Source: an optimization exercise on an open RTL-to-GDS flow (aim: small area, a short achievable clock period and few clock cycles per item). Production flows keep margins and buffers that such runs may drop.
At most, simulation tests tie the RTL to the original design; equivalence was not proved.
For runs 2 to 4, only the layout was checked, not whether the RTL still works.
No activity file was given, so power comes from the tool's default toggle rates.

[flow/design.v]
module cpu16_core #(
  parameter logic [11:0] RESET_PC = 12'h000
) (
  input  logic        CLOCK_50,
  input  logic        reset,
  input  logic [15:0] inst,
  output logic [11:0] pc,
  output logic        retire,
  output logic        halted,
  input  logic [3:0]  dbg_sel,
  output logic [15:0] dbg_data
);
  logic [15:0] regs [1:15];
  logic [15:0] hi;
  logic        running;       
  logic [11:0] dpc;           
  logic        ev, ewen, ebr;
  logic [3:0]  eop, erd;
  logic [15:0] ea, eb;
  wire [3:0] op = inst[15:12];
  wire [3:0] aaddr = (op == 4'hB) ? inst[11:8] : inst[7:4];
  wire [3:0] baddr = halted ? dbg_sel : inst[3:0];
  logic [15:0] rfa, rfb, res;
  always_comb begin
    rfa = '0;
    rfb = '0;
    for (int i = 1; i < 16; i++) begin
      if (aaddr == 4'(i)) rfa = regs[i];
      if (baddr == 4'(i)) rfb = regs[i];
    end
  end
  assign dbg_data = rfb;
  wire e_taken = ebr && ea == 16'd0;
  wire d_ok = running && !e_taken;
  wire [15:0] a_v = (ewen && erd == aaddr) ? res : rfa;
  wire [15:0] b_r = (ewen && erd == inst[3:0]) ? res : rfb;
  logic [15:0] b_v;
  always_comb begin
    case (op)
      4'h6, 4'h7, 4'hB: b_v = {8'd0, inst[7:0]};
      4'h8:             b_v = {12'd0, inst[3:0]};
      4'hD:             b_v = {{8{inst[7]}}, inst[7:0]};
      default:          b_v = b_r;
    endcase
  end
  wire d_wen = (op <= 4'hA || op == 4'hD) && inst[11:8] != 4'd0;
  always_comb begin
    if (reset)                               pc = RESET_PC;
    else if (e_taken)                        pc = {4'h0, eb[7:0]};
    else if (!running || op == 4'hF)         pc = dpc;
    else if (op == 4'hC)                     pc = inst[11:0];
    else if (op == 4'hB && inst[11:8] == 4'd0) pc = {4'h0, inst[7:0]};
    else                                     pc = dpc + 12'd1;
  end
  wire [31:0] prod = ea * eb;
  always_comb begin
    case (eop)
      4'h0, 4'h8: res = ea + eb;
      4'h1:       res = ea - eb;
      4'h2:       res = ea & eb;
      4'h3:       res = ea | eb;
      4'h4:       res = ea ^ eb;
      4'h5:       res = {15'd0, $signed(ea) < $signed(eb)};
      4'h6:       res = ea << eb[3:0];
      4'h7:       res = ea >> eb[3:0];
      4'h9:       res = prod[15:0];
      4'hA:       res = hi;
      default:    res = eb;
    endcase
  end
  assign retire = ev;
  always_ff @(posedge CLOCK_50) begin
    if (reset) begin
      running <= 1'b1;
      dpc     <= RESET_PC;
      ev      <= 1'b0;
      ewen    <= 1'b0;
      ebr     <= 1'b0;
      halted  <= 1'b0;
      hi      <= '0;
    end else begin
      dpc  <= pc;
      ev   <= d_ok;
      ewen <= d_ok && d_wen;
      ebr  <= d_ok && op == 4'hB && inst[11:8] != 4'd0;
      if (d_ok && op == 4'hF) running <= 1'b0;
      if (ev && eop == 4'h9) hi <= prod[31:16];
      if (ev && eop == 4'hF) halted <= 1'b1;
    end
  end
  always_ff @(posedge CLOCK_50) begin
    eop <= op;
    erd <= inst[11:8];
    ea  <= a_v;
    eb  <= b_v;
  end
  always_ff @(posedge CLOCK_50) begin
    for (int i = 1; i < 16; i++) begin
      if (reset) regs[i] <= '0;
      else if (ewen && erd == 4'(i)) regs[i] <= res;
    end
  end
endmodule
[flow/run.sh]
#!/bin/bash
# synth_recipe.tcl (not shown) runs the flow's synth.tcl, then flattens the netlist and writes it again
# the make line also repeats each setting of config.mk as NAME=value (left out here)
make -C /OpenROAD-flow-scripts/flow DESIGN_CONFIG=/design/flow/config.mk WORK_HOME=/design/flow/orfs CLKGATE_MAP_FILE= SYNTH_SCRIPT=/design/flow/synth_recipe.tcl finish
[flow/config.mk]
export PLATFORM = sky130hd
export DESIGN_NAME = cpu16_core
export DESIGN_NICKNAME = cpu16_core
export VERILOG_FILES = /design/flow/design.v
export SDC_FILE = /design/flow/constraint.sdc
export NUM_CORES = 4
export LEC_CHECK = 0
export CAP_MARGIN = 20
export CORE_MARGIN = 2
export CORE_UTILIZATION = 40
export SLEW_MARGIN = 20
[flow/constraint.sdc]
create_clock -name core_clock -period 10.0 [get_ports {CLOCK_50}]
set_input_delay 2.0000 -clock core_clock [delete_from_list [all_inputs] [get_ports {CLOCK_50}]]
set_output_delay 2.0000 -clock core_clock [all_outputs]
set_load 0.01 [all_outputs]
==> metrics.md, run 1 <==
| Metric | Value |
|---|---|
| Status | `complete, no violations` |
| Clk sinks | `313` |
| CP arrival | `6090 ps` |
| DRT met1 WL | `46420 um` |
| GPL Wtd Cong | `1.061` |
| Internal power | `2.463 mW` |
| Leakage power | `11.34 nW` |
| Post-synthesis adder-cell area fraction | `21.58%` |
| Port Buf Inserts | `51` |
| I/O pin total | `52` |
| Vias in the first global route | `25937` |
| Total number of vias | `27063` |
| Die ar. | `69940 um2` |
| Antenna violations before repair | `2` |
| Area delta synth->final | `8.696%` |
| Buffer and inverter count on the worst path | `2` |
| FMAX | `123.5 MHz` |
| Post-synthesis xor/xnor area fraction | `1.130%` |
| Post-synth net total | `3910` |
| Met2 wire len | `53550 um` |
| Postcts setup bufs | `0` |
| Post-CTS Resized | `0` |
| Synth area leaders | `dfxtp_1 (23%), fa_1 (14%), nand2_1 (9.2%)` |
| CP cell instances | `clkdlybuf4s50_1, nor3b_1, or2_0, nand2_1, nor2_1, a21oi_1, a211oi_1, o21ai_0, clkdlybuf4s50_1` |
| Tcrit/Tclk final | `80.94%` |
| CP top delay family | `simple AND/OR/NAND/NOR gates` |
| Worst endpoint required time | `8000 ps` |
| Die Span Y | `264.5 um` |
| Routed Wire Length | `120000 um` |
| Dpl hpwl | `88050 um` |
| Mux contribution to synthesized area | `2.393%` |
| Fin nets | `3826` |
| Path category of the worst min-delay check | `reg -> reg` |
| RSZ-0062 raised after global routing | `false` |
| DRC violations left | `0` |
| Tightest Pin Transition | `1166 ps` |
| Clock Latency Late Sink | `570 ps` |
| Max layer used | `met4` |
| Vias per inst | `6.216` |
| Slew Viols, Final | `0` |
| Syn_area_per_cell | `7.672 um2` |
| Sequential-to-total area share from yosys stat | `23.09%` |
| Synth Area in Simple Gates | `21.68%` |
| Crit path kind | `in -> out` |
| GRT overflow | `0` |
| Die width | `264.5 um` |
| CTS Buf Count | `35` |
| TritonRoute pass-1 iters | `9` |
| Async SR Flop Fraction | `0%` |
| Synth Area in Compound Gates | `21.92%` |
| Worst hold slack | `463.2 ps` |
| Net Sw Frac | `40.13%` |
| CP max stage delay | `880 ps` |
| Starting Density | `40.41%` |
| Synth top area share | `23.09%` |
| Synthesized area | `27140 um2` |
| Post-Syn Instances | `3537` |
| Post-Route Utilization | `43.92%` |
| Crit end category | `output port` |
| Post-synth EDFFs | `0` |
| Global Route Usage Sum | `33.78%` |
| Logic pwr share | `36.0%` |
| Clk_skew | `23.65 ps` |
| Core area | `67160 um2` |
| Met3 wire len | `9426 um` |
| Crit-path most repeated cell | `clkdlybuf4s50_1` |
| CTS tree | `built` |
| Slowest CP cell | `or2_0` |
| Initial DRC count | `3838` |
| CTS Hold Buffers Added | `0` |
| First-pass GRT wire length | `176000 um` |
| Final hold viol count | `0` |
| Avg WL per Cell | `27.56 um` |
| Most common cell after layout, fill and taps aside | `nand2_1` |
| H-tree depth | `2` |
| Largest net degree at the start of global routing | `138` |
| Bufs on Longest Clock Path | `3` |
| CP max FO | `15` |
| Largest family of logic cells by synthesized area | `compound AO/OA/AOI/OAI gates` |
| P per Cell Area | `139.4 nW/um2` |
| Startpoint types | `input pin` |
| Period minus WS final | `8094 ps` |
| Most used DFF post-synth | `dfxtp_1` |
| Fraction of layout cells with a size suffix above 1 | `5.720%` |
| Reg power frac | `32.4%` |
| Yosys reg bits | `313` |
| Worst-path clk slew | `60 ps` |
| Setup TNS | `0 ps` |
| Sw Pwr | `1.650 mW` |
| Row cnt | `95` |
| VDD IR max | `0.1186 mV` |
| Clock power share | `31.5%` |
| Slew HR | `21.85%` |
| Synth area leader | `dfxtp_1` |
| Final ANT Viol Nets | `0` |
| Warnings from Yosys | `2` |
| Most frequent cells in the layout | `nand2_1 (665), nor2_1 (368), dfxtp_1 (310), a21oi_1 (302), inv_1 (294)` |
| Distinct cell type count of the synthesized netlist | `94` |
| Final setup violation count | `0` |
| Root buffer cell | `clkbuf_16` |
| Max Cap Viol | `0` |
-- power groups by stage --
| stage | clock network (mW) | registers, mW | logic (mW) |
|---|---|---|---|
| floorplan | 0 | 1.33 | 0.907 |
| global placement | 0 | 1.36 | 1.43 |
| detailed placement | 0 | 1.36 | 1.44 |
| CTS | 1.31 | 1.33 | 1.44 |
| global route | 1.36 | 1.33 | 1.57 |
| finish | 1.30 | 1.33 | 1.48 |
-- cells by family after synthesis --
group	Yosys count
flops	313
simple gates	1354
mux	54
fa+ha+maj	351
compound gates	868
buf+inv	562
xor+xnor	35
-- registers in the layout, summed over array words and instances, names as in the netlist --
register	flops
dpc	12
ea	16
eb	16
ebr	1
eop	4
erd	4
ev	1
ewen	1
halted	1
hi	16
regs	240
running	1
-- cells in the mapped netlist (8+ instances only) --
cell type and number:
o211ai_1 21, a22o_1 24, ha_1 156, a22oi_1 55
a21o_1 20, o31ai_1 10, nor3b_1 13, a222oi_1 47
fa_1 195, o21ai_1 22, nand3b_1 20, nor3_1 79
clkbuf_1 185, buf_1 10, a221oi_1 43, inv_1 294
mux2i_1 33, a221o_1 25, nor4_1 15, o221ai_1 14
nand2b_1 22, and3_1 12, a211oi_1 22, nor2b_1 16
clkinv_1 9, nor2_1 370, xor2_1 11, a21oi_1 302
and2_1 16, o41ai_1 16, mux2_2 12, dfxtp_1 313
o21a_1 10, nand2_1 666, nand3_1 45, a31oi_1 33
or3_1 14, nand4_1 20, o21ai_0 76, buf_2 52
xnor2_1 24, o22a_1 11, nor4b_1 8, o22ai_1 31
-- worst min-delay path: cells and delay by family (launching register included) --
family | cells | cell delay, ps
flip-flops | 1 | 310
AND/OR/NAND/NOR | 1 | 50
AO/OA/AOI/OAI | 1 | 50
-- layer usage --
layer / GRT usage, % / vias up
met2: 53.29 / 1446
met3: 4.477 / 402
met4: 25.48 / 0
li1: - / 12050
met1: 42.21 / 13165
met5: 0 / -
-- area by class of cell --
| type | count | area (um2) |
|---|---|---|
| Clock inverter | 10 | 112.6 |
| Clock buffer | 53 | 1013 |
| Inverter | 306 | 1149 |
| Timing Repair Buffer | 135 | 1146 |
| Sequential cell | 313 | 6270 |
| Antenna cell | 2 | 5.005 |
| Fill cell | 6838 | 37660 |
| Multi-Input combinational cell | 2662 | 18710 |
| Tap cell | 873 | 1092 |
-- path summary, 6_finish.rpt --
| path | from | cells past startpoint | endpoint | slack (ps) |
|---|---|---|---|---|
| min | hi[0] | 2 | hi[0] | 460 |
| max | inst[1] | 9 | dbg_data[8] | 1910 |
| min reg2reg | hi[0] | 2 | hi[0] | 460 |
| max reg2reg | ea[6] | 20 | eb[15] | 2600 |
-- per-stage QoR --
stage | worst slack [ps] | std cells | cell area (um2) | total power [mW]
after floorplan | 3280 | 3537 | 27140 | 2.239
after global placement | 2176 | 4288 | 28350 | 2.792
after detailed placement | 2115 | 4289 | 28360 | 2.794
after CTS | 2109 | 4352 | 29490 | 4.085
after global routing | 1826 | 4354 | 29500 | 4.267
final | 1906 | 4354 | 29500 | 4.113
Testbench counts, summed over its fixed seeds: cycles 11,937, instrs 10,943.
==> inputs of run 2 (changes only) <==
==> flow/design.v (replaced) <==
module cpu16_core #(
  parameter logic [11:0] RESET_PC = 12'h000
) (
  input  logic        CLOCK_50,
  input  logic        reset,
  input  logic [15:0] inst,
  output logic [11:0] pc,
  output logic        retire,
  output logic        halted,
  input  logic [3:0]  dbg_sel,
  output logic [15:0] dbg_data
);
  logic [15:0] regs [1:15];
  logic [15:1] vld;            
  logic [15:0] hi;
  logic [7:0]  plo;
  logic        running;       
  logic        mul2;          
  logic [11:0] dpc;           
  logic        ev, ewen, ebr, emul1, emul2, ehalt;
  logic [3:0]  eop, erd;
  logic [15:0] ea, eb;
  wire [3:0] op = inst[15:12];
  wire [3:0] aaddr = (op == 4'hB) ? inst[11:8] : inst[7:4];
  wire [3:0] baddr = halted ? dbg_sel : inst[3:0];
  logic [15:0] rfa, rfb, res;
  always_comb begin
    rfa = '0;
    rfb = '0;
    for (int i = 1; i < 16; i++) begin
      if (aaddr == 4'(i) && vld[i]) rfa = regs[i];
      if (baddr == 4'(i) && vld[i]) rfb = regs[i];
    end
  end
  assign dbg_data = rfb;
  wire e_taken = ebr && ea == 16'd0;
  wire d_ok = running && !e_taken;
  wire d_mul1 = op == 4'h9 && !mul2;
  wire [15:0] a_v = (ewen && erd == aaddr) ? res : rfa;
  wire [15:0] b_r = (ewen && erd == inst[3:0]) ? res : rfb;
  logic [15:0] b_v;
  always_comb begin
    case (op)
      4'h6, 4'h7, 4'hB: b_v = {8'd0, inst[7:0]};
      4'h8:             b_v = {12'd0, inst[3:0]};
      4'hD:             b_v = {{8{inst[7]}}, inst[7:0]};
      default:          b_v = b_r;
    endcase
  end
  wire d_wen = (op <= 4'hA || op == 4'hD) && inst[11:8] != 4'd0 && !d_mul1;
  always_comb begin
    if (reset)                                 pc = RESET_PC;
    else if (e_taken)                          pc = {4'h0, eb[7:0]};
    else if (!running || op == 4'hF || d_mul1) pc = dpc;
    else if (op == 4'hC)                       pc = inst[11:0];
    else if (op == 4'hB && inst[11:8] == 4'd0) pc = {4'h0, inst[7:0]};
    else                                       pc = dpc + 12'd1;
  end
  wire [7:0]  mb = emul2 ? eb[15:8] : eb[7:0];
  wire [15:0] macc = emul2 ? hi : 16'd0;
  wire [23:0] prod = ea * mb + {8'd0, macc};
  wire        sub = eop == 4'h1 || eop == 4'h5;
  wire [15:0] sum = ea + (sub ? ~eb : eb) + {15'd0, sub};
  wire        lt = (ea[15] ^ eb[15]) ? ea[15] : sum[15];
  wire        shr = eop == 4'h7;
  logic [15:0] sh_in, sh, sh_rev;
  always_comb begin
    for (int i = 0; i < 16; i++) sh_in[i] = shr ? ea[15 - i] : ea[i];
    sh = sh_in << eb[3:0];
    for (int i = 0; i < 16; i++) sh_rev[i] = sh[15 - i];
  end
  always_comb begin
    case (eop)
      4'h0, 4'h1, 4'h8: res = sum;
      4'h2:       res = ea & eb;
      4'h3:       res = ea | eb;
      4'h4:       res = ea ^ eb;
      4'h5:       res = {15'd0, lt};
      4'h6:       res = sh;
      4'h7:       res = sh_rev;
      4'h9:       res = {prod[7:0], plo};
      4'hA:       res = hi;
      default:    res = eb;
    endcase
  end
  assign retire = ev;
  always_ff @(posedge CLOCK_50) begin
    if (reset) begin
      running <= 1'b1;
      mul2    <= 1'b0;
      dpc     <= RESET_PC;
      ev      <= 1'b0;
      ewen    <= 1'b0;
      ebr     <= 1'b0;
      emul1   <= 1'b0;
      emul2   <= 1'b0;
      ehalt   <= 1'b0;
      halted  <= 1'b0;
      hi      <= '0;
    end else begin
      dpc   <= pc;
      ev    <= d_ok && !d_mul1;
      ewen  <= d_ok && d_wen;
      ebr   <= d_ok && op == 4'hB && inst[11:8] != 4'd0;
      emul1 <= d_ok && d_mul1;
      emul2 <= d_ok && op == 4'h9 && mul2;
      ehalt <= d_ok && op == 4'hF;
      if (d_ok) mul2 <= d_mul1;
      if (d_ok && op == 4'hF) running <= 1'b0;
      if (emul1 || emul2) hi <= prod[23:8];
      if (ehalt) halted <= 1'b1;
    end
  end
  always_ff @(posedge CLOCK_50) begin
    eop <= op;
    erd <= inst[11:8];
    ea  <= a_v;
    eb  <= b_v;
    if (emul1) plo <= prod[7:0];
  end
  always_ff @(posedge CLOCK_50) begin
    for (int i = 1; i < 16; i++) begin
      if (ewen && erd == 4'(i)) regs[i] <= res;
      if (reset) vld[i] <= 1'b0;
      else if (ewen && erd == 4'(i)) vld[i] <= 1'b1;
    end
  end
endmodule
==> metrics.md, run 2 <==
| Metric | Value |
|---|---|
| Status | `complete, no violations` |
| Placed cell count | `3134 (-27%)` |
| Area post-placement | `24780 um2 (-13%)` |
| Dpl hpwl | `66890 um (-24%)` |
| Layout Cells excl Fill | `3208 (-26%)` |
| H-tree depth | `2 (unchanged)` |
| RSZ-0062 raised after global routing | `false` |
| Die Span Y | `245.2 um (-7.3%)` |
| TritonRoute pass-1 iters | `11 (+2)` |
| P per Cell Area | `135.5 nW/um2 (-2.8%)` |
| Final setup violation count | `0 (unchanged)` |
| Syn_area_per_cell | `9.751 um2 (+27%)` |
| Sw Pwr | `947.5 uW (-43%)` |
| DRC violations left | `0 (unchanged)` |
| Die width | `245.2 um (-7.3%)` |
| Antenna violations before repair | `0 (-2)` |
| Most common cell after layout, fill and taps aside | `edfxtp_1` |
| First-pass GRT wire length | `134300 um (-24%)` |
| CP arrival | `6050 ps (-40 ps)` |
| Die ar. | `60110 um2 (-14%)` |
| Count leader, synth | `nor2_1` |
| VDD IR max | `0.1453 mV (+22%)` |
| Initial DRC count | `2557 (-33%)` |
| Leakage power | `9.876 nW (-13%)` |
| Clock power share | `44.2% (+13 points)` |
| Max Cap Viol | `0 (unchanged)` |
| Area delta synth->final | `12.47%` |
| Startpoint types | `input pin` |
| Largest net degree at the start of global routing | `55 (-60%)` |
| Routed Wire Length | `91210 um (-24%)` |
| Internal power | `2.599 mW (+5.5%)` |
| CTS Buf Count | `40 (+14%)` |
| Core area | `57590 um2 (-14%)` |
| Sequential-to-total area share from yosys stat | `39.92% (+17 points)` |
| CTS tree | `built` |
| Top cells by count, synth | `nor2_1 (249), edfxtp_1 (248), nand2_1 (233), inv_1 (187), clkbuf_1 (115)` |
| Reg power frac | `44.7% (+12 points)` |
| Global Route Usage Sum | `30.15% (-3.6 points)` |
| Setup TNS | `0 ps (unchanged)` |
| Register name with the most flops | `regs` |
| I/O pin total | `52 (unchanged)` |
| Fin nets | `2625 (-31%)` |
| Logic pwr share | `11.1% (-25 points)` |
| Non-Filler Cell Area, Final | `26170 um2 (-11%)` |
| Final ANT Viol Nets | `0 (unchanged)` |
| Vias per inst | `6.419 (+3.3%)` |
| Bufs on Longest Clock Path | `3 (unchanged)` |
| Row cnt | `88 (-7.4%)` |
| Clk sinks | `340 (+8.6%)` |
| Tcrit/Tclk final | `80.45% (-0.49 points)` |
| Most frequent cells in the layout | `edfxtp_1 (248), nor2_1 (247), nand2_1 (233), inv_1 (187), a21oi_1 (107)` |
| Post-Route Utilization | `45.44% (+1.5 points)` |
| R2R Setup Slk | `3480 ps (+880 ps)` |
| Yosys reg bits | `340 (+8.6%)` |
| Net Sw Frac | `26.72% (-13 points)` |
| Distinct cell type count of the synthesized netlist | `91 (-3.2%)` |
| CTS Hold Buffers Added | `0 (unchanged)` |
| GPL Wtd Cong | `0.9752 (-8.1%)` |
| Final hold viol count | `0 (unchanged)` |
| Async SR Flop Fraction | `0% (unchanged)` |
| GRT overflow | `0 (unchanged)` |
| Postcts setup bufs | `0 (unchanged)` |
| Crit path kind | `in -> out` |
| Path category of the worst min-delay check | `reg -> reg` |
| Synth area leader | `edfxtp_1` |
| Port Buf Inserts | `51 (unchanged)` |
| Vias in the first global route | `20027 (-23%)` |
| Clk_skew | `27.34 ps (+3.692 ps)` |
| Post-Syn Instances | `2386 (-33%)` |
| Worst endpoint required time | `8000 ps (about the same)` |
| Root buffer cell | `clkbuf_16` |
| FMAX | `124.3 MHz (+0.61%)` |
| Slew HR | `28.23% (+6.4 points)` |
| Warnings from Yosys | `2 (unchanged)` |
| Starting Density | `40.40% (about the same)` |
| Synth area leaders | `edfxtp_1 (32%), fa_1 (8.7%), dfxtp_1 (7.9%)` |
| Most used DFF post-synth | `edfxtp_1` |
| Worst hold slack | `438.3 ps (-24.89 ps)` |
| Worst-path clk slew | `60 ps (about the same)` |
| Fraction of layout cells with a size suffix above 1 | `8.923% (+3.2 points)` |
| Crit end category | `output port` |
| Fillcell total | `5509 (-19%)` |
| Tightest Pin Transition | `1076 ps (-89.39 ps)` |
| Clock Latency Late Sink | `590 ps (+20 ps)` |
| Ant diodes | `0 (-2)` |
| Synth top area share | `32.01% (+8.9 points)` |
| Post-synth net total | `2600 (-34%)` |
| Post-synth EDFFs | `248 (+248)` |
| Total number of vias | `20591 (-24%)` |
| Synthesized area | `23270 um2 (-14%)` |
| Avg WL per Cell | `28.43 um (+3.2%)` |
| Post-CTS Resized | `0 (unchanged)` |
| Max FFs per register | `240 (unchanged)` |
| Period minus WS final | `8045 ps (-49.38 ps)` |
| Slew Viols, Final | `0 (unchanged)` |
| CP max FO | `14 (-1)` |
==> run 2: cell types whose count changed in the layout (fill, tap and decap cells not counted), moves of 14 or more <==
cell / previous run / this run
fa_1: 195 / 101
edfxtp_1: 0 / 248
o41ai_1: 16 / 0
o22ai_1: 31 / 80
inv_1: 294 / 187
a222oi_1: 47 / 20
a221oi_1: 43 / 27
nor3_1: 77 / 44
dfxtp_1: 310 / 92
mux2i_1: 33 / 19
ha_1: 156 / 91
nand2_1: 665 / 233
a21oi_1: 302 / 107
nor2_1: 368 / 247
==> run 2: cell families (layout without fill, tap and decap cells) <==
| logic type | Yosys count | after routing | synth area share [%] |
|---|---|---|---|
| compound gates | 640 | 640 | 19.51 |
| fa+ha+maj | 192 | 192 | 13.58 |
| simple gates | 787 | 787 | 16.49 |
| mux | 48 | 48 | 3.189 |
| xor+xnor | 45 | 45 | 1.694 |
| buf+inv | 334 | 391 | 5.614 |
| flops | 340 | 340 | 39.92 |
==> run 2: layout make-up <==
| class | count | area (um2) | share of cell area (%) |
|---|---|---|---|
| Multi-Input combinational cell | 1712 | 12760 | 48.75 |
| Sequential cell | 340 | 9289 | 35.50 |
| Clock buffer | 46 | 1055 | 4.031 |
| Timing Repair Buffer | 124 | 1054 | 4.026 |
| Tap cell | 765 | 957.2 | 3.658 |
| Inverter | 193 | 724.4 | 2.768 |
| Clock inverter | 28 | 331.6 | 1.267 |
==> run 2: worst max-delay path: stages <==
cell and delay (ps):
clkdlybuf4s50_1 910, nor4b_1 280, mux2_2 230, and2_1 600, a22oi_1 200, a221o_1 430, a41o_1 290, a2111oi_4 470
clkdlybuf4s50_1 620
==> run 2: worst paths after layout <==
| kind | from | endpoint | cells after the start |
|---|---|---|---|
| max | inst[0] | dbg_data[1] | 9 |
| min | ehalt | halted | 2 |
| max reg2reg | eb[2] | hi[15] | 21 |
| min reg2reg | ehalt | halted | 2 |
==> run 2: per-stage QoR <==
step	setup WS, ps	total power [mW]
global route	1804	3.647
CTS	2026	3.552
finish	1955	3.546
global placement	2086	1.992
detailed placement	2042	1.997
floorplan	3782	1.833
==> run 2: layer usage <==
metal | wire length, um | vias to the layer above | global-route usage [%] | share of wire (%)
met2 | 42040 | 1225 | 48.32 | 46
met4 | 4989 | 0 | 14.89 | 5.5
li1 | - | 8922 | - | -
met5 | 0 | - | 0 | 0
met3 | 8047 | 261 | 5.117 | 8.8
met1 | 36140 | 10183 | 39.43 | 40
==> run 2: power by group through the flow <==
stage	clock [mW]	combinational, mW	sequential (mW)
after floorplan	0	0.234	1.60
after global placement	0	0.377	1.61
after detailed placement	0	0.382	1.61
after CTS	1.58	0.384	1.58
after global routing	1.64	0.420	1.59
final	1.57	0.394	1.59
==> inputs of run 3 (changes only) <==
--- a/flow/config.mk
+++ b/flow/config.mk
@@ -8,4 +8,5 @@
 export CAP_MARGIN = 20
 export CORE_MARGIN = 2
 export CORE_UTILIZATION = 40
+export SETUP_SLACK_MARGIN = 3.9
 export SLEW_MARGIN = 20
==> metrics.md, run 3 <==
| Metric | Value |
|---|---|
| GRT overflow | `0 (unchanged)` |
| Starting Density | `40.40% (unchanged)` |
| Post-synth EDFFs | `248 (unchanged)` |
| CP max FO | `6 (-8)` |
| Count leader, synth | `nor2_1` |
| Worst setup margin | `3742 ps (+1787 ps)` |
| Worst hold slack | `467.0 ps (+28.78 ps)` |
| R2R Setup Slk | `4090 ps (+610 ps)` |
| Total number of vias | `21395 (+3.9%)` |
| Synth top area share | `32.01% (unchanged)` |
| Sequential-to-total area share from yosys stat | `39.92% (unchanged)` |
| Post-synthesis xor/xnor area fraction | `1.694% (unchanged)` |
| Row cnt | `88 (unchanged)` |
| Crit path depth | `12 (+3)` |
| Avg WL per Cell | `28.57 um (+0.47%)` |
| Crit end category | `output port` |
| Net Sw Frac | `27.06% (+0.34 points)` |
| Tcrit/Tclk final | `62.58% (-18 points)` |
| Register name with the most flops | `regs` |
| FF-to-FF End | `eb[14]` |
| Crit path kind | `in -> out` |
| Die Span Y | `245.2 um (unchanged)` |
| Vias in the first global route | `20690 (+3.3%)` |
| Internal power | `2.627 mW (+1.1%)` |
| Bufs on Longest Clock Path | `3 (unchanged)` |
| Fraction of layout cells with a size suffix above 1 | `17.27% (+8.4 points)` |
| P per Cell Area | `129.7 nW/um2 (-4.3%)` |
| Largest net degree at the start of global routing | `55 (unchanged)` |
| Path category of the worst min-delay check | `reg -> reg` |
| Synth area leaders | `edfxtp_1 (32%), fa_1 (8.7%), dfxtp_1 (7.9%)` |
| Placed cell count | `3137 (+0.096%)` |
| Non-Filler Cell Area, Final | `27760 um2 (+6.1%)` |
| Area delta synth->final | `19.33%` |
| Most frequent cells in the layout | `edfxtp_1 (248), nor2_1 (244), nand2_1 (226), inv_1 (182), buf_4 (154)` |
| Post-Syn Instances | `2386 (unchanged)` |
| Synthesized area | `23270 um2 (unchanged)` |
| Max FFs per register | `240 (unchanged)` |
| Period minus WS final | `6258 ps (-1787 ps)` |
| Leakage power | `10.75 nW (+8.9%)` |
| Most common cell after layout, fill and taps aside | `edfxtp_1` |
| RR Startpoint | `eb[0]` |
| Sw Pwr | `974.5 uW (+2.8%)` |
| Largest family of logic cells by synthesized area | `compound AO/OA/AOI/OAI gates` |
| Logic pwr share | `11.5% (+0.4 points)` |
| Crit. Startpoint | `inst[2]` |
| Power Total | `3.601 mW (+1.6%)` |
| VDD IR max | `0.1327 mV (-8.7%)` |
| Top cells by count, synth | `nor2_1 (249), edfxtp_1 (248), nand2_1 (233), inv_1 (187), clkbuf_1 (115)` |
| Mux contribution to synthesized area | `3.189% (unchanged)` |
| Startpoint types | `input pin` |
| Initial DRC count | `2533 (-0.94%)` |
| Antenna violations before repair | `0 (unchanged)` |
| FMAX | `159.8 MHz (+29%)` |
| Tightest Pin Transition | `1148 ps (+71.04 ps)` |
| Synth Area in Simple Gates | `16.49% (unchanged)` |
| Clock power share | `44.4% (+0.2 points)` |
| Most used DFF post-synth | `edfxtp_1` |
| Reg2Reg Depth | `22 (+4.8%)` |
| Reg power frac | `44.1% (-0.6 points)` |
| Setup TNS | `0 ps (unchanged)` |
| CP Capture Point | `dbg_data[9]` |
| Root buffer cell | `clkbuf_16` |
| Routed Wire Length | `94780 um (+3.9%)` |
| Final setup violation count | `0 (unchanged)` |
| Slew HR | `23.34% (-4.9 points)` |
| Slowest CP cell | `or3b_4` |
| DRC violations left | `0 (unchanged)` |
| Clk_skew | `33.32 ps (+5.978 ps)` |
| CP cell instances | `buf_12, or3b_4, and2_4, a21o_1, and2_4, buf_6, buf_6, buf_4, a211oi_4, a2111oi_4, o21ai_2, buf_2` |
| Ant diodes | `0 (unchanged)` |
| CTS Buf Count | `40 (unchanged)` |
| I/O pin total | `52 (unchanged)` |
| Worst endpoint required time | `8000 ps (about the same)` |
| Synth Area in Compound Gates | `19.51% (unchanged)` |
| Distinct cell type count of the synthesized netlist | `91 (unchanged)` |
| Synth area leader | `edfxtp_1` |
| Async SR Flop Fraction | `0% (unchanged)` |
| Clock Latency Late Sink | `600 ps (about the same)` |
| RSZ-0062 raised after global routing | `true` |
| Warnings from Yosys | `2 (unchanged)` |
| Syn_area_per_cell | `9.751 um2 (unchanged)` |
| Vias per inst | `6.448 (+0.46%)` |
| Post-synthesis adder-cell area fraction | `13.58% (unchanged)` |
| Die ar. | `60110 um2 (unchanged)` |
| CP top delay family | `compound AO/OA/AOI/OAI gates` |
| Post-synth net total | `2600 (unchanged)` |
| Core area | `57590 um2 (unchanged)` |
| GPL Wtd Cong | `1.009 (+3.5%)` |
| Post-Route Utilization | `48.21% (+2.8 points)` |
| Layout Cells excl Fill | `3318 (+3.4%)` |
| CTS tree | `built` |
| Area post-placement | `24790 um2 (about the same)` |
| Dpl hpwl | `66870 um (about the same)` |
| CP max stage delay | `410 ps (-500 ps)` |
| Global Route Usage Sum | `30.97% (+0.82 points)` |
| Die width | `245.2 um (unchanged)` |
| CP arrival | `4260 ps (-1790 ps)` |
| Port Buf Inserts | `51 (unchanged)` |
| Final ANT Viol Nets | `0 (unchanged)` |
| Max Cap Viol | `0 (unchanged)` |
| Hold_sp | `mul2` |
| TritonRoute pass-1 iters | `8 (-3)` |
| H-tree depth | `2 (unchanged)` |
| Slew Viols, Final | `0 (unchanged)` |
| Status | `complete, no violations` |
| Buffer and inverter count on the worst path | `5 (+3)` |
| First-pass GRT wire length | `137800 um (+2.6%)` |
| Clk sinks | `340 (unchanged)` |
| Worst-path clk slew | `60 ps (about the same)` |
| Yosys reg bits | `340 (unchanged)` |
| Final hold viol count | `0 (unchanged)` |
| Fin nets | `2735 (+4.2%)` |
| Dpl ws | `2045 ps (+2.940 ps)` |
run 3: power groups by stage:
stage / Clock [mW] / Sequential [mW] / Combinational [mW]
floorplan: 0 / 1.60 / 0.235
global placement: 0 / 1.62 / 0.376
detailed placement: 0 / 1.62 / 0.381
CTS: 1.61 / 1.59 / 0.394
global route: 1.68 / 1.59 / 0.439
finish: 1.60 / 1.59 / 0.413
run 3: how the worst min path moves through the flow:
stage / endpoint / slack [ps] / cells past startpoint
final: emul2 / 470 / 2
after global routing: emul2 / 510 / 2
after detailed placement: emul2 / 470 / 2
after CTS: emul2 / 470 / 2
after floorplan: halted / 410 / 2
after global placement: emul2 / 460 / 2
run 3: worst reg2reg max path, stage by stage, from the launching register on:
cell and delay, ps:
dfxtp_1 330, buf_6 250, inv_1 70, buf_4 230, o21ai_1 160, buf_4 250
nand2_1 120, fa_1 520, inv_1 50, fa_1 490, inv_1 50, fa_1 480
fa_1 490, inv_1 40, ha_1 340, o21a_1 240, a21oi_1 170, a221oi_2 360
o21ai_0 140, a21oi_1 240, a32oi_1 150, buf_4 230, a221o_1 360
run 3: cell families after synthesis:
group / after synthesis
simple gates: 787
xor+xnor: 45
buf+inv: 334
mux: 48
compound gates: 640
flops: 340
fa+ha+maj: 192
run 3: repair_timing:
action,in CTS,in global routing
pin swaps,46,43
setup endpoints to repair,45,63
gates cloned,1,2
hold buffers,0,0
buffers inserted,73,31
resized for setup,285,65
endpoints found under the hold margin,0,0
run 3: final cells by class:
type                            count  area (um2)
Fill cell                        5361       29820
Multi-Input combinational cell   1712       13350
Sequential cell                   340        9290
Timing Repair Buffer              234        1992
Clock buffer                       46        1065
Tap cell                          765       957.2
Inverter                          193       726.9
Clock inverter                     28       377.9
run 3: per-layer routing:
layer	vias to the layer above	routed length [um]	GRT usage (%)
li1	9162	-	-
met1	10530	36550	39.02
met2	1377	44180	50.49
met3	326	8439	5.850
met4	0	5604	16.27
met5	-	0	0
==> inputs of run 4 (changes only) <==
--- a/flow/config.mk
+++ b/flow/config.mk
@@ -7,6 +7,7 @@
 export LEC_CHECK = 0
 export CAP_MARGIN = 20
 export CORE_MARGIN = 2
-export CORE_UTILIZATION = 40
+export CORE_UTILIZATION = 60
+export CTS_BUF_LIST = sky130_fd_sc_hd__clkbuf_4
 export SETUP_SLACK_MARGIN = 3.9
 export SLEW_MARGIN = 20
==> metrics.md, run 4 <==
| Metric | Value |
|---|---|
| Dpl hpwl | `63480 um (-5.1%)` |
| CTS Buf Count | `89 (+120%)` |
| Post-synth net total | `2600 (unchanged)` |
| CP max stage delay | `420 ps (about the same)` |
| Total number of vias | `22346 (+4.4%)` |
| Met3 wire len | `11300 um (+34%)` |
| WHS Path Cells | `2 (unchanged)` |
| Clk_skew | `123.7 ps (+90.35 ps)` |
| DRC violations left | `0 (unchanged)` |
| Hold_sp | `ehalt` |
| Vias in the first global route | `21597 (+4.4%)` |
| Crit-path most repeated cell | `buf_4` |
| CP cell instances | `buf_12, and3b_1, o22ai_1, buf_6, buf_4, buf_4, o21ai_0, a221o_1, a41o_1, a2111oi_4, buf_2` |
| Most frequent cells in the layout | `edfxtp_1 (248), nor2_1 (242), nand2_1 (226), inv_1 (182), buf_4 (146)` |
| FMAX | `158.1 MHz (-1.0%)` |
| Setup TNS | `0 ps (unchanged)` |
| Async SR Flop Fraction | `0% (unchanged)` |
| Hold endpoint | `halted` |
| Fraction of layout cells with a size suffix above 1 | `19.00% (+1.7 points)` |
| VDD IR max | `0.1614 mV (+22%)` |
| DRT met1 WL | `31170 um (-15%)` |
| Vias per inst | `7.078 (+9.8%)` |
| CTS tree | `built` |
| Row cnt | `72 (-18%)` |
| Clock Latency Late Sink | `890 ps (+290 ps)` |
| Sequential-to-total area share from yosys stat | `39.92% (unchanged)` |
| Top cells by count, synth | `nor2_1 (249), edfxtp_1 (248), nand2_1 (233), inv_1 (187), clkbuf_1 (115)` |
| Crit path kind | `in -> out` |
| CP max FO | `10 (+4)` |
| Max Cap Viol | `0 (unchanged)` |
| Status | `complete, no violations` |
| GPL Wtd Cong | `1.032 (+2.3%)` |
| Post-synth EDFFs | `248 (unchanged)` |
| Port Buf Inserts | `51 (unchanged)` |
| Post-Syn Instances | `2386 (unchanged)` |
| Global Route Usage Sum | `44.23% (+13 points)` |
| Largest net degree at the start of global routing | `55 (unchanged)` |
| Die Span Y | `200.9 um (-18%)` |
| Startpoint types | `input pin` |
| Count leader, synth | `nor2_1` |
| First-pass GRT wire length | `133900 um (-2.8%)` |
| Die ar. | `40370 um2 (-33%)` |
| Root buffer cell | `clkbuf_4` |
| Leakage power | `10.67 nW (-0.81%)` |
| Final setup violation count | `0 (unchanged)` |
| Crit. Startpoint | `inst[1]` |
| Distinct cell type count of the synthesized netlist | `91 (unchanged)` |
| Met2 wire len | `40490 um (-8.4%)` |
| Fin nets | `2775 (+1.5%)` |
| Routed Wire Length | `90640 um (-4.4%)` |
| Worst-path clk slew | `70 ps (about the same)` |
| Die width | `200.9 um (-18%)` |
| Warnings from Yosys | `2 (unchanged)` |
| Path category of the worst min-delay check | `reg -> reg` |
| R2R Setup Slk | `4100 ps (about the same)` |
| Antenna violations before repair | `2 (+2)` |
| Yosys reg bits | `340 (unchanged)` |
| Starting Density | `60.48% (+20 points)` |
| Synth area leaders | `edfxtp_1 (32%), fa_1 (8.7%), dfxtp_1 (7.9%)` |
| GRT overflow | `0 (unchanged)` |
| Synth area leader | `edfxtp_1` |
| Reg2Reg Depth | `19 (-14%)` |
| FF-to-FF End | `hi[15]` |
| Synth top area share | `32.01% (unchanged)` |
| Tightest Pin Transition | `1234 ps (+86.23 ps)` |
| Slew HR | `17.64% (-5.7 points)` |
| Crit end category | `output port` |
| Max FFs per register | `240 (unchanged)` |
| Final hold viol count | `0 (unchanged)` |
| Register name with the most flops | `regs` |
| CP arrival | `4320 ps (+60 ps)` |
| H-tree depth | `3 (+1)` |
| Slowest CP cell | `a2111oi_4` |
| Max layer used | `met4` |
| Worst endpoint required time | `8000 ps (about the same)` |
| Area delta synth->final | `16.22%` |
| I/O pin total | `52 (unchanged)` |
| Initial DRC count | `3566 (+41%)` |
| Final ANT Viol Nets | `0 (unchanged)` |
| CTS Hold Buffers Added | `0 (unchanged)` |
| RSZ-0062 raised after global routing | `true` |
| RR Startpoint | `eb[2]` |
| Slew Viols, Final | `0 (unchanged)` |
| Syn_area_per_cell | `9.751 um2 (unchanged)` |
| Tcrit/Tclk final | `63.23% (+0.65 points)` |
| Period minus WS final | `6323 ps (+65.20 ps)` |
| Avg WL per Cell | `28.71 um (+0.51%)` |
| Worst hold slack | `467.3 ps (+0.2940 ps)` |
| P per Cell Area | `120.0 nW/um2 (-7.5%)` |
| Post-Route Utilization | `70.30% (+22 points)` |
| Most common cell after layout, fill and taps aside | `edfxtp_1` |
| Bufs on Longest Clock Path | `3 (unchanged)` |
| Clk sinks | `340 (unchanged)` |
| Core area | `38470 um2 (-33%)` |
| Most used DFF post-synth | `edfxtp_1` |
| Synthesized area | `23270 um2 (unchanged)` |
| TritonRoute pass-1 iters | `6 (-2)` |
## run 4: stage by stage
step                      setup WS (ps)  power (mW)  area (um2)  cells
after floorplan                    3903       1.833       23270   2386
after global placement             2256       1.977       24400   2882
after detailed placement           2259       1.985       24400   2882
after CTS                          3655       3.217       26360   3113
after global routing               3668       3.347       27040   3157
final                              3677       3.245       27040   3157
## run 4: layout make-up
type | instances | area [um2]
multi-input cells | 1713 | 13260
fillers | 2916 | 11430
flip-flops and latches | 340 | 9295
repair buffers | 224 | 1952
clock buffers | 127 | 953.4
inverters | 193 | 728.2
well taps | 518 | 648.1
clock inverters | 40 | 203.9
diodes | 2 | 5.005
## run 4: worst max path at each step
stage                       end  depth (start not counted)  slack (ps)
floorplan           dbg_data[1]                         10        3900
global placement    dbg_data[1]                          9        2260
detailed placement  dbg_data[1]                          9        2260
CTS                 dbg_data[1]                          9        3660
global route        dbg_data[1]                          9        3670
finish              dbg_data[1]                         11        3680
## run 4: cell families (layout without fill, tap and decap cells)
family | count (synthesis) | in the layout | synth area share (%)
AO/OA/AOI/OAI | 640 | 640 | 19.51
AND/OR/NAND/NOR | 787 | 788 | 16.49
adder cells (fa/ha/maj) | 192 | 192 | 13.58
flip-flops | 340 | 340 | 39.92
XOR/XNOR | 45 | 45 | 1.694
other | 0 | 2 | 0
multiplexers | 48 | 48 | 3.189
buffers and inverters | 334 | 584 | 5.614
## run 4: routing by layer
metal  GRT usage [%]  up-vias
li1                -     9289
met1           53.83    10580
met2           69.55     1971
met3           11.14      506
met4           30.32        0
met5               0        -
## run 4: timing repair
action                     4_1_cts  5_1_grt
setup endpoints to repair       79       75
pin swaps                       40       34
cloned                           2        3
buffers inserted                62       39
gates resized for setup        243       78
## run 4: worst max-delay path, delay by kind of cell
kind | cells | cell delay, ps
AND/OR/NAND/NOR | 1 | 260
buffers and inverters | 5 | 760
AO/OA/AOI/OAI | 5 | 1290
## run 4: report_power, final
| part | switching (mW) | internal (mW) |
|---|---|---|
| Sequential | 0.0406 | 1.55 |
| Clock | 0.623 | 0.619 |
| Combinational | 0.272 | 0.136 |
==> inputs of run 5 (changes only) <==
--- a/flow/design.v
+++ b/flow/design.v
@@ -42,6 +42,7 @@
   always_comb begin
     case (op)
       4'h6, 4'h7, 4'hB: b_v = {8'd0, inst[7:0]};
+      4'h9:             b_v = mul2 ? {b_r[7:0], b_r[15:8]} : b_r;
       4'h8:             b_v = {12'd0, inst[3:0]};
       4'hD:             b_v = {{8{inst[7]}}, inst[7:0]};
       default:          b_v = b_r;
@@ -56,7 +57,7 @@
     else if (op == 4'hB && inst[11:8] == 4'd0) pc = {4'h0, inst[7:0]};
     else                                       pc = dpc + 12'd1;
   end
-  wire [7:0]  mb = emul2 ? eb[15:8] : eb[7:0];
+  wire [7:0]  mb = eb[7:0];    
   wire [15:0] macc = emul2 ? hi : 16'd0;
   wire [23:0] prod = ea * mb + {8'd0, macc};
   wire        sub = eop == 4'h1 || eop == 4'h5;
--- a/flow/config.mk
+++ b/flow/config.mk
@@ -7,7 +7,6 @@
 export LEC_CHECK = 0
 export CAP_MARGIN = 20
 export CORE_MARGIN = 2
-export CORE_UTILIZATION = 60
-export CTS_BUF_LIST = sky130_fd_sc_hd__clkbuf_4
+export CORE_UTILIZATION = 40
 export SETUP_SLACK_MARGIN = 3.9
 export SLEW_MARGIN = 20
==> metrics.md, run 5 <==
| Metric | Value |
|---|---|
| Largest net degree at the start of global routing | `56 (+1.8%)` |
| Multi-input gate area | `12930 um2 (-2.4%)` |
| Synth area leaders | `edfxtp_1 (33%), fa_1 (8.9%), dfxtp_1 (8.1%)` |
| Sequential-to-total area share from yosys stat | `40.95% (+1.0 points)` |
| Slowest CP cell | `nor3_4` |
| Crit. Startpoint | `dbg_sel[0]` |
| Starting Density | `40.31% (-20 points)` |
| Die ar. | `58630 um2 (+45%)` |
| Synthesized area | `22680 um2 (-2.5%)` |
| Crit-path most repeated cell | `buf_4` |
| I/O pin total | `52 (unchanged)` |
| FMAX | `163.7 MHz (+3.5%)` |
| Buffer and inverter count on the worst path | `6 (+1)` |
| Worst endpoint required time | `8000 ps (about the same)` |
| Path category of the worst min-delay check | `reg -> reg` |
| Crit path depth | `10 (-1)` |
| CP max FO | `9 (-1)` |
| FF-to-FF End | `regs[14][15]` |
| Tightest Pin Transition | `893.2 ps (-340.6 ps)` |
| Root buffer cell | `clkbuf_16` |
| Synth top area share | `32.83% (+0.82 points)` |
| Setup TNS | `0 ps (unchanged)` |
| Yosys reg bits | `340 (unchanged)` |
| Vias per inst | `6.449 (-8.9%)` |
| Final setup violation count | `0 (unchanged)` |
| Vias in the first global route | `19701 (-8.8%)` |
| Async SR Flop Fraction | `0% (unchanged)` |
| Global Route Usage Sum | `29.63% (-15 points)` |
| Crit end category | `output port` |
| R2R Setup Slk | `4090 ps (about the same)` |
| DRC violations left | `0 (unchanged)` |
| Ant diodes | `0 (-2)` |
| Reg2Reg Depth | `16 (-3)` |
| Avg WL per Cell | `28.37 um (-1.2%)` |
| Slew HR | `39.70% (+22 points)` |
| Routed Wire Length | `88920 um (-1.9%)` |
| CP top delay family | `buffers and inverters` |
| Register name with the most flops | `regs` |
| Max FFs per register | `240 (unchanged)` |
| GRT overflow | `0 (unchanged)` |
| Worst-path clk slew | `60 ps (about the same)` |
| Core area | `56280 um2 (+46%)` |
| Most common cell after layout, fill and taps aside | `edfxtp_1` |
| Dpl hpwl | `62500 um (-1.6%)` |
| Die Span Y | `242.1 um (+21%)` |
| CP max stage delay | `310 ps (-110 ps)` |
| Post-synth net total | `2468 (-5.1%)` |
| CP Capture Point | `dbg_data[4]` |
| Warnings from Yosys | `2 (unchanged)` |
| Status | `complete, no violations` |
| Area delta synth->final | `18.04%` |
| Clk sinks | `340 (unchanged)` |
| TritonRoute pass-1 iters | `12 (+6)` |
| Most frequent cells in the layout | `edfxtp_1 (248), nand2_1 (214), nor2_1 (196), inv_1 (163), buf_4 (137)` |
| P per Cell Area | `128.2 nW/um2 (+6.8%)` |
| Max Cap Viol | `0 (unchanged)` |
| CP arrival | `4110 ps (-210 ps)` |
| Period minus WS final | `6107 ps (-216.4 ps)` |
| Leakage power | `10.29 nW (-3.5%)` |
| Layout Cells excl Fill | `3134 (-0.73%)` |
| Slew Viols, Final | `0 (unchanged)` |
| Syn_area_per_cell | `10.06 um2 (+3.2%)` |
| Bufs on Longest Clock Path | `3 (unchanged)` |
| RR Startpoint | `eb[6]` |
| Row cnt | `87 (+21%)` |
| CTS Buf Count | `39 (-56%)` |
| VDD IR max | `0.1390 mV (-14%)` |
| Clock Latency Late Sink | `590 ps (-300 ps)` |
| Tcrit/Tclk final | `61.07% (-2.2 points)` |
| Post-synth EDFFs | `248 (unchanged)` |
| CP cell instances | `buf_6, and3b_2, buf_4, o221a_4, buf_4, buf_4, a22o_1, nor3_4, inv_2, buf_2` |
| Crit path kind | `in -> out` |
| Fin nets | `2561 (-7.7%)` |
| Count leader, synth | `edfxtp_1` |
| Port Buf Inserts | `51 (unchanged)` |
| Clk_skew | `31.23 ps (-92.44 ps)` |
| Post-Syn Instances | `2254 (-5.5%)` |
| Placed cell count | `2982 (+3.5%)` |
| Synth area leader | `edfxtp_1` |
| Fillcell total | `5289 (+81%)` |
| Startpoint types | `input pin` |
| Top cells by count, synth | `edfxtp_1 (248), nand2_1 (216), nor2_1 (207), inv_1 (165), clkbuf_1 (119)` |
| Most used DFF post-synth | `edfxtp_1` |
| Antenna violations before repair | `1 (-1)` |
| Final hold viol count | `0 (unchanged)` |
| Fraction of layout cells with a size suffix above 1 | `16.44% (-2.6 points)` |
| RSZ-0062 raised after global routing | `true` |
| First-pass GRT wire length | `130400 um (-2.6%)` |
| Initial DRC count | `2510 (-30%)` |
| Area occupied by registers | `9294 um2 (about the same)` |
| GPL Wtd Cong | `0.9660 (-6.4%)` |
| Total number of vias | `20212 (-9.5%)` |
| H-tree depth | `2 (-1)` |
| Distinct cell type count of the synthesized netlist | `81 (-11%)` |
| CTS tree | `built` |
| Die width | `242.1 um (+21%)` |
| Final ANT Viol Nets | `0 (unchanged)` |
-- run 5: cell count changes in the layout (fill, tap and decap cells not counted), sizes merged, moves of 17 or more --
cell,change
clkbuf,-82
o22ai,-44
nor2,-42
a22oi,+34
and3,+32
buf,-31
clkinv,-25
a21oi,-18
inv,-18
a222oi,+17
and2,-17
nand2,-17
-- run 5: per-stage QoR --
stage | instance area, um2 | setup slack (ps) | hold slack (ps) | utilization (%) | power [mW]
6_report | 26780 | 3893 | 459.9 | 47.58 | 3.432
5_1_grt | 26780 | 3752 | 483.4 | 47.58 | 3.536
3_3_place_gp | 24140 | 1727 | 430.2 | 42.89 | 1.970
4_1_cts | 26510 | 3827 | 463.9 | 47.10 | 3.432
2_1_floorplan | 22680 | 3954 | 411.4 | - | 1.822
3_5_place_dp | 24150 | 1603 | 425.5 | 42.90 | 1.975
-- run 5: cells by family after synthesis --
| family | synth area share, % |
|---|---|
| AO/OA/AOI/OAI | 20.05 |
| flip-flops | 40.95 |
| buffers and inverters | 5.284 |
| XOR/XNOR | 1.853 |
| multiplexers | 3.409 |
| adder cells (fa/ha/maj) | 13.93 |
| AND/OR/NAND/NOR | 14.52 |
-- run 5: layout make-up --
type / count / area share (%)
Timing Repair Buffer: 197 / 6.257
Sequential cell: 340 / 34.71
Clock buffer: 48 / 3.808
Tap cell: 756 / 3.533
Inverter: 168 / 2.355
Clock inverter: 24 / 1.037
Multi-Input combinational cell: 1601 / 48.30
-- run 5: how the worst min path moves through the flow --
| stage | from | to | slack (ps) | cells past startpoint |
|---|---|---|---|---|
| after floorplan | ehalt | halted | 410 | 2 |
| after global placement | ehalt | halted | 430 | 2 |
| after detailed placement | ehalt | halted | 430 | 2 |
| after CTS | ehalt | halted | 460 | 2 |
| after global routing | ehalt | halted | 480 | 2 |
| final | ehalt | halted | 460 | 2 |
-- run 5: per-layer routing --
| layer | part of all wire (%) | track usage [%] |
|---|---|---|
| met1 | 38 | 37.47 |
| met2 | 47 | 48.60 |
| met5 | 0 | 0 |
| met3 | 9.6 | 5.240 |
| met4 | 6.1 | 15.58 |
-- run 5: worst min-delay path, delay by kind of cell, from the launching register on --
kind          cells  cell delay [ps]
flops             1              300
simple gates      2              130
-- run 5: timing repair --
item                                    in CTS  in global routing
hold buffers                                 0                  0
endpoints found under the setup margin      54                 59
cloned                                       1                  0
buffers inserted                            63                 16
pin swaps                                   43                 26
resized for setup                          246                 61
endpoints found under the hold margin        0                  0
-- run 5: report_power, final --
part	total, mW	switching (mW)	internal [mW]	leakage [nW]
Combinational	0.381	0.252	0.128	6.64
Sequential	1.60	0.0401	1.55	3.02
Clock	1.46	0.634	0.822	0.625
Testbench counts of run 5, summed over its fixed seeds: cycles 12,426, instrs 10,943.
==> inputs of run 6 (changes only) <==
--- a/flow/config.mk
+++ b/flow/config.mk
@@ -8,5 +8,7 @@
 export CAP_MARGIN = 20
 export CORE_MARGIN = 2
 export CORE_UTILIZATION = 40
+export CTS_CLUSTER_DIAMETER = 50
+export CTS_CLUSTER_SIZE = 30
 export SETUP_SLACK_MARGIN = 3.9
 export SLEW_MARGIN = 20
==> metrics.md, run 6 <==
| Metric | Value |
|---|---|
| Setup TNS | `0 ps (unchanged)` |
| Die width | `242.1 um (unchanged)` |
| CTS Hold Buffers Added | `0 (unchanged)` |
| Antenna violations before repair | `1 (unchanged)` |
| Post-Syn Instances | `2254 (unchanged)` |
| Tcrit/Tclk final | `60.75% (-0.32 points)` |
| CP arrival | `4070 ps (-40 ps)` |
| Max FFs per register | `240 (unchanged)` |
| Clk sinks | `340 (unchanged)` |
| Global Route Usage Sum | `29.60% (-0.031 points)` |
| Die Span Y | `242.1 um (unchanged)` |
| RSZ-0062 raised after global routing | `true` |
| Most common cell after layout, fill and taps aside | `edfxtp_1` |
| Initial DRC count | `2510 (unchanged)` |
| Vias per inst | `6.414 (-0.55%)` |
| Fraction of layout cells with a size suffix above 1 | `16.76% (+0.32 points)` |
| Core area | `56280 um2 (unchanged)` |
| Post-synth EDFFs | `248 (unchanged)` |
| Bufs on Longest Clock Path | `3 (unchanged)` |
| Post-synth net total | `2468 (unchanged)` |
| Clock Latency Late Sink | `590 ps (about the same)` |
| Area delta synth->final | `17.71%` |
| Worst endpoint required time | `8000 ps (about the same)` |
| Period minus WS final | `6075 ps (-32.27 ps)` |
| Root buffer cell | `clkbuf_16` |
| Max Cap Viol | `0 (unchanged)` |
| P per Cell Area | `128.3 nW/um2 (+0.10%)` |
| Vias in the first global route | `19596 (-0.53%)` |
| Final setup violation count | `0 (unchanged)` |
| Warnings from Yosys | `2 (unchanged)` |
| CTS tree | `built` |
| Area occupied by registers | `9294 um2 (unchanged)` |
| Dpl ws | `1603 ps (unchanged)` |
| Synth top area share | `32.83% (unchanged)` |
| Path category of the worst min-delay check | `reg -> reg` |
| H-tree depth | `2 (unchanged)` |
| Slowest CP cell | `dlygate4sd2_1` |
| Non-Filler Cell Area, Final | `26700 um2 (-0.28%)` |
| Status | `complete, no violations` |
| GRT overflow | `0 (unchanged)` |
| Startpoint types | `input pin` |
| GPL Wtd Cong | `0.9660 (unchanged)` |
| Most used DFF post-synth | `edfxtp_1` |
| Worst setup margin | `3925 ps (+32.27 ps)` |
| Fillcell total | `5280 (-0.17%)` |
| CTS Buf Count | `37 (-5.1%)` |
| Sequential-to-total area share from yosys stat | `40.95% (unchanged)` |
| Die ar. | `58630 um2 (unchanged)` |
| Slew Viols, Final | `0 (unchanged)` |
| Distinct cell type count of the synthesized netlist | `81 (unchanged)` |
| Top cells by count, synth | `edfxtp_1 (248), nand2_1 (216), nor2_1 (207), inv_1 (165), clkbuf_1 (119)` |
| FMAX | `164.6 MHz (+0.53%)` |
| Most frequent cells in the layout | `edfxtp_1 (248), nand2_1 (214), nor2_1 (196), inv_1 (163), buf_4 (133)` |
| Leakage power | `10.25 nW (-0.32%)` |
| Largest net degree at the start of global routing | `56 (unchanged)` |
| Slew HR | `40.55% (+0.85 points)` |
| Syn_area_per_cell | `10.06 um2 (unchanged)` |
| Crit path kind | `in -> out` |
| CP cell instances | `buf_12, and3b_2, buf_4, o22a_4, a221o_1, nor2_1, o2bb2ai_1, nand3_2, dlygate4sd2_1` |
| Synth area leaders | `edfxtp_1 (33%), fa_1 (8.9%), dfxtp_1 (8.1%)` |
| Crit end category | `output port` |
| Synth area leader | `edfxtp_1` |
| Tightest Pin Transition | `880.6 ps (-12.56 ps)` |
| VDD IR max | `0.1342 mV (-3.5%)` |
| Async SR Flop Fraction | `0% (unchanged)` |
| First-pass GRT wire length | `129800 um (-0.49%)` |
| DRC violations left | `0 (unchanged)` |
| Final ANT Viol Nets | `0 (unchanged)` |
| CP max FO | `7 (-2)` |
| Post-Route Utilization | `47.44% (-0.13 points)` |
| Dpl hpwl | `62500 um (unchanged)` |
| Row cnt | `87 (unchanged)` |
| Yosys reg bits | `340 (unchanged)` |
| Synthesized area | `22680 um2 (unchanged)` |
| Avg WL per Cell | `28.43 um (+0.21%)` |
| Register name with the most flops | `regs` |
| Final hold viol count | `0 (unchanged)` |
| Worst hold slack | `460.6 ps (+0.6850 ps)` |
| Starting Density | `40.31% (unchanged)` |
| Routed Wire Length | `88850 um (about the same)` |
| Fin nets | `2554 (-0.27%)` |
| I/O pin total | `52 (unchanged)` |
| Clk_skew | `32.16 ps (+0.9281 ps)` |
| Worst-path clk slew | `70 ps (about the same)` |
| Count leader, synth | `edfxtp_1` |
| Area post-placement | `24150 um2 (unchanged)` |
| Ant diodes | `0 (unchanged)` |
| TritonRoute pass-1 iters | `8 (-4)` |
| Port Buf Inserts | `51 (unchanged)` |
| Total number of vias | `20044 (-0.83%)` |
| Multi-input gate area | `12950 um2 (+0.14%)` |
| CP max stage delay | `350 ps (+40 ps)` |
==> run 6: changes by cell type in the layout (fill, tap and decap cells not counted), sizes merged <==
| cell | previous run | this run |
|---|---|---|
| clkbuf | 52 | 42 |
| o221a | 8 | 9 |
| clkinv | 15 | 13 |
| dlygate4sd2 | 10 | 12 |
| bufinv | 3 | 1 |
| clkdlybuf4s15 | 10 | 8 |
| buf | 164 | 158 |
| clkinvlp | 3 | 2 |
| inv | 171 | 182 |
==> run 6: repair_timing <==
| item | in CTS | in global routing |
|---|---|---|
| setup buffers | 49 | 24 |
| setup endpoints to repair | 47 | 61 |
| gates cloned | 2 | 0 |
| pin swaps | 38 | 30 |
| gates resized for setup | 241 | 61 |
==> run 6: cells by family after synthesis <==
family	synth area share (%)
multiplexers	3.409
buffers and inverters	5.284
AND/OR/NAND/NOR	14.52
XOR/XNOR	1.853
flip-flops	40.95
adder cells (fa/ha/maj)	13.93
AO/OA/AOI/OAI	20.05
==> run 6: stage by stage <==
step	std cells	total power [mW]
2_1_floorplan	2254	1.822
3_5_place_dp	2982	1.975
4_1_cts	3101	3.426
6_report	3125	3.425
3_3_place_gp	2981	1.970
5_1_grt	3125	3.523
==> run 6: layout make-up <==
cell class,instances,share of cell area [%]
Multi-Input combinational cell,1602,48.50
Sequential cell,340,34.81
Clock buffer,38,3.519
Timing Repair Buffer,191,5.947
Inverter,168,2.362
Clock inverter,30,1.321
Tap cell,756,3.543
==> run 6: power by group <==
part / total (mW) / switching (mW) / internal [mW]
clock network: 1.45 / 0.689 / 0.762
registers: 1.59 / 0.0402 / 1.55
logic: 0.381 / 0.252 / 0.129
total: 3.43 / 0.981 / 2.44
==> run 6: worst max-delay path: cells and delay by family <==
family,cells,cell delay [ps]
and+or+nand+nor,3,650
AOI/OAI and AO/OA,3,790
buffers and inverters,3,620
==> run 6: worst paths after layout <==
| kind | startpoint | endpoint | slack [ps] | cells past startpoint |
|---|---|---|---|---|
| max | dbg_sel[3] | dbg_data[1] | 3930 | 9 |
| min | ehalt | halted | 460 | 2 |
| max reg2reg | eb[3] | hi[10] | 4100 | 19 |
| min reg2reg | ehalt | halted | 460 | 2 |
==> run 6: metal layers <==
layer / track usage [%] / share of wire, % / vias up
li1: - / - / 8635
met1: 37.08 / 38 / 9905
met2: 48.46 / 47 / 1205
met3: 5.528 / 9.1 / 299
met4: 16.12 / 6.0 / 0
met5: 0 / 0 / -
==> inputs of run 7 (changes only) <==
--- a/flow/config.mk
+++ b/flow/config.mk
@@ -8,7 +8,7 @@
 export CAP_MARGIN = 20
 export CORE_MARGIN = 2
 export CORE_UTILIZATION = 40
-export CTS_CLUSTER_DIAMETER = 50
-export CTS_CLUSTER_SIZE = 30
-export SETUP_SLACK_MARGIN = 3.9
+export CTS_CLUSTER_DIAMETER = 80
+export CTS_CLUSTER_SIZE = 25
+export SETUP_SLACK_MARGIN = 4.3
 export SLEW_MARGIN = 20
==> metrics.md, run 7 <==
| Metric | Value |
|---|---|
| Crit-path most repeated cell | `buf_6` |
| Worst setup margin | `3927 ps (+1.760 ps)` |
| Register name with the most flops | `regs` |
| DRC violations left | `0 (unchanged)` |
| Syn_area_per_cell | `10.06 um2 (unchanged)` |
| Most common cell after layout, fill and taps aside | `edfxtp_1` |
| RR Startpoint | `eb[2]` |
| Crit end category | `output port` |
| Routed Wire Length | `90520 um (+1.9%)` |
| Async SR Flop Fraction | `0% (unchanged)` |
| Max Cap Viol | `0 (unchanged)` |
| Final setup violation count | `0 (unchanged)` |
| Synthesized area | `22680 um2 (unchanged)` |
| Top cells by count, synth | `edfxtp_1 (248), nand2_1 (216), nor2_1 (207), inv_1 (165), clkbuf_1 (119)` |
| GPL Wtd Cong | `0.9844 (+1.9%)` |
| Placed cell count | `2981 (-0.034%)` |
| Slew Viols, Final | `0 (unchanged)` |
| Post-Syn Instances | `2254 (unchanged)` |
| Startpoint types | `input pin` |
| Clock Latency Late Sink | `580 ps (about the same)` |
| Hold_sp | `ehalt` |
| Fin nets | `2655 (+4.0%)` |
| Layout Cells excl Fill | `3213 (+2.8%)` |
| Antenna violations before repair | `0 (-1)` |
| Post-synth net total | `2468 (unchanged)` |
| Avg WL per Cell | `28.17 um (-0.91%)` |
| Fillcell total | `5098 (-3.4%)` |
| Bufs on Longest Clock Path | `3 (unchanged)` |
| Synth area leader | `edfxtp_1` |
| First-pass GRT wire length | `131500 um (+1.3%)` |
| GRT overflow | `0 (unchanged)` |
| Port Buf Inserts | `51 (unchanged)` |
| VDD IR max | `0.1356 mV (+1.0%)` |
| Dpl ws | `1890 ps (+287.7 ps)` |
| Core area | `56280 um2 (unchanged)` |
| Vias in the first global route | `19984 (+2.0%)` |
| Initial DRC count | `2605 (+3.8%)` |
| Die width | `242.1 um (unchanged)` |
| I/O pin total | `52 (unchanged)` |
| Net Sw Frac | `28.15% (-0.49 points)` |
| Reg power frac | `52.0% (+5.5 points)` |
| Clk_skew | `19.73 ps (-12.43 ps)` |
| Fraction of layout cells with a size suffix above 1 | `22.30% (+5.5 points)` |
| Post-synth EDFFs | `248 (unchanged)` |
| Tightest Pin Transition | `998.5 ps (+117.9 ps)` |
| CTS tree | `built` |
| Die ar. | `58630 um2 (unchanged)` |
| Die Span Y | `242.1 um (unchanged)` |
| Synth top area share | `32.83% (unchanged)` |
| P per Cell Area | `110.0 nW/um2 (-14%)` |
| Post-Route Utilization | `49.39% (+1.9 points)` |
| Logic pwr share | `13.8% (+2.7 points)` |
| Row cnt | `87 (unchanged)` |
| Slowest CP cell | `a221o_2` |
| Synth area leaders | `edfxtp_1 (33%), fa_1 (8.9%), dfxtp_1 (8.1%)` |
| Power Total | `3.059 mW (-11%)` |
| H-tree depth | `1 (-1)` |
| CP max FO | `8 (+1)` |
| Area post-placement | `24190 um2 (+0.19%)` |
| Slew HR | `33.43% (-7.1 points)` |
| Sequential-to-total area share from yosys stat | `40.95% (unchanged)` |
| CTS Hold Buffers Added | `0 (unchanged)` |
| Final hold viol count | `0 (unchanged)` |
| Global Route Usage Sum | `29.65% (+0.046 points)` |
| Status | `complete, no violations` |
| Vias per inst | `6.428 (+0.22%)` |
| Ant diodes | `0 (unchanged)` |
| Crit. Startpoint | `inst[3]` |
| Worst-path clk slew | `90 ps (+20 ps)` |
| Yosys reg bits | `340 (unchanged)` |
| RSZ-0062 raised after global routing | `true` |
| Worst endpoint required time | `8000 ps (about the same)` |
| Worst hold slack | `470.6 ps (+9.967 ps)` |
| CP arrival | `4070 ps (about the same)` |
| Starting Density | `40.31% (unchanged)` |
| CP max stage delay | `400 ps (+50 ps)` |
| Total number of vias | `20653 (+3.0%)` |
| Setup TNS | `0 ps (unchanged)` |
| Count leader, synth | `edfxtp_1` |
| Internal power | `2.198 mW (-10%)` |
| TritonRoute pass-1 iters | `9 (+1)` |
| Clk sinks | `340 (unchanged)` |
| Most frequent cells in the layout | `edfxtp_1 (248), nand2_1 (212), buf_4 (206), nor2_1 (190), inv_1 (163)` |
| Final ANT Viol Nets | `0 (unchanged)` |
| Largest net degree at the start of global routing | `56 (unchanged)` |
| Root buffer cell | `clkbuf_16` |
| Most used DFF post-synth | `edfxtp_1` |
| Period minus WS final | `6073 ps (-1.760 ps)` |
| Max FFs per register | `240 (unchanged)` |
| Clock power share | `34.2% (-8.2 points)` |
| Non-Filler Cell Area, Final | `27790 um2 (+4.1%)` |
| Leakage power | `10.84 nW (+5.7%)` |
| CP cell instances | `buf_16, nor3b_4, buf_6, o221a_4, a222oi_1, nand4_1, o22a_1, a221o_2, buf_6` |
| Tcrit/Tclk final | `60.73% (about the same)` |
| Dpl hpwl | `62320 um (-0.29%)` |
| CTS Buf Count | `22 (-41%)` |
| Warnings from Yosys | `2 (unchanged)` |
| Path category of the worst min-delay check | `reg -> reg` |
| Distinct cell type count of the synthesized netlist | `81 (unchanged)` |
| Sw Pwr | `861.0 uW (-12%)` |
| Crit path kind | `in -> out` |
| Area delta synth->final | `22.53%` |
| FMAX | `164.7 MHz (about the same)` |
-- run 7: cell counts after synthesis --
Identical to the previous run, type by type.
-- run 7: final cells by class --
class	count	area [um2]	share of cell area, %
Tap cell	756	945.9	3.403
Clock buffer	27	611.8	2.201
Multi-Input combinational cell	1602	13320	47.94
Clock inverter	13	180.2	0.6483
Inverter	168	638.1	2.296
Timing Repair Buffer	307	2793	10.05
Sequential cell	340	9300	33.46
-- run 7: final timing paths --
check,slack (ps),cells after the start,end
hold reg to reg,470,2,halted
setup reg to reg,4520,19,hi[12]
hold / removal,470,2,halted
setup / recovery,3930,9,dbg_data[2]
-- run 7: power groups by stage --
stage / clock network (mW) / logic [mW] / registers (mW)
finish: 1.05 / 0.422 / 1.59
global route: 1.11 / 0.448 / 1.59
CTS: 1.06 / 0.392 / 1.59
detailed placement: 0 / 0.359 / 1.62
global placement: 0 / 0.352 / 1.62
floorplan: 0 / 0.225 / 1.60
-- run 7: worst max-delay path, delay by kind of cell --
kind	cells	cell delay, ps
compound gates	4	1320
buf+inv	3	430
simple gates	2	320
-- run 7: cells by family (layout without fill, tap and decap cells) --
logic type,Yosys count,in the layout,synth area share [%]
simple gates,685,685,14.52
compound gates,622,624,20.05
flops,340,340,40.95
buf+inv,314,515,5.284
fa+ha+maj,192,192,13.93
mux,53,53,3.409
xor+xnor,48,48,1.853
-- run 7: layer usage --
layer | wire, um | track usage (%) | vias up
li1 | - | - | 8813
met3 | 8151 | 4.863 | 325
met5 | 0 | 0 | -
met2 | 42810 | 49.59 | 1298
met1 | 34170 | 37.50 | 10217
met4 | 5387 | 14.07 | 0
-- run 7: timing repair --
item | CTS | global route
buffers inserted | 135 | 53
pin swaps | 92 | 64
resized for setup | 399 | 105
cloned | 4 | 0
endpoints found under the setup margin | 51 | 83

==> static timing again, ports no longer ideal <==
In the flow no input, the clock included, has a driving cell. The finished layouts below were timed again as built, in two steps. Step 1: set_driving_cell puts a clkbuf_16 on CLOCK_50 and a buf_2 on each other input, an assumption about the parent block. Step 2 times the ports against the registers' clock, not the clock port: input delays grow and output delays shrink by t, the midpoint of the rising clock arrivals with the driver on. a / b / c = ideal ports / drivers / drivers and shift; a / b = the first two.
run	t (ns)	setup slack, ns	worst hold slack (ns)	clock arrival spread, ns	pins driven straight from the clock port
run 1	0.621	1.906 / 1.883 / 1.883	0.463 / 0.463 / 0.463	0.032 / 0.031	1
run 2	0.639	1.955 / 1.933 / 1.933	0.438 / 0.438 / 0.438	0.027 / 0.027	1
run 3	0.651	3.742 / 3.681 / 3.681	0.467 / 0.467 / 0.467	0.035 / 0.035	1
run 4	0.888	3.677 / 3.624 / 3.624	0.467 / 0.467 / 0.467	0.124 / 0.124	1
run 5	0.635	3.893 / 3.848 / 3.468	0.460 / 0.460 / 0.460	0.031 / 0.032	1
run 6	0.637	3.925 / 3.861 / 3.861	0.461 / 0.461 / 0.461	0.034 / 0.035	1
run 7	0.631	3.927 / 3.828 / 3.828	0.471 / 0.471 / 0.471	0.021 / 0.021	1
After both steps setup and hold are still met in every run listed. The setup slack of run 5, which loses most, moves by -0.045 ns with the drivers and by -0.425 ns with both steps.
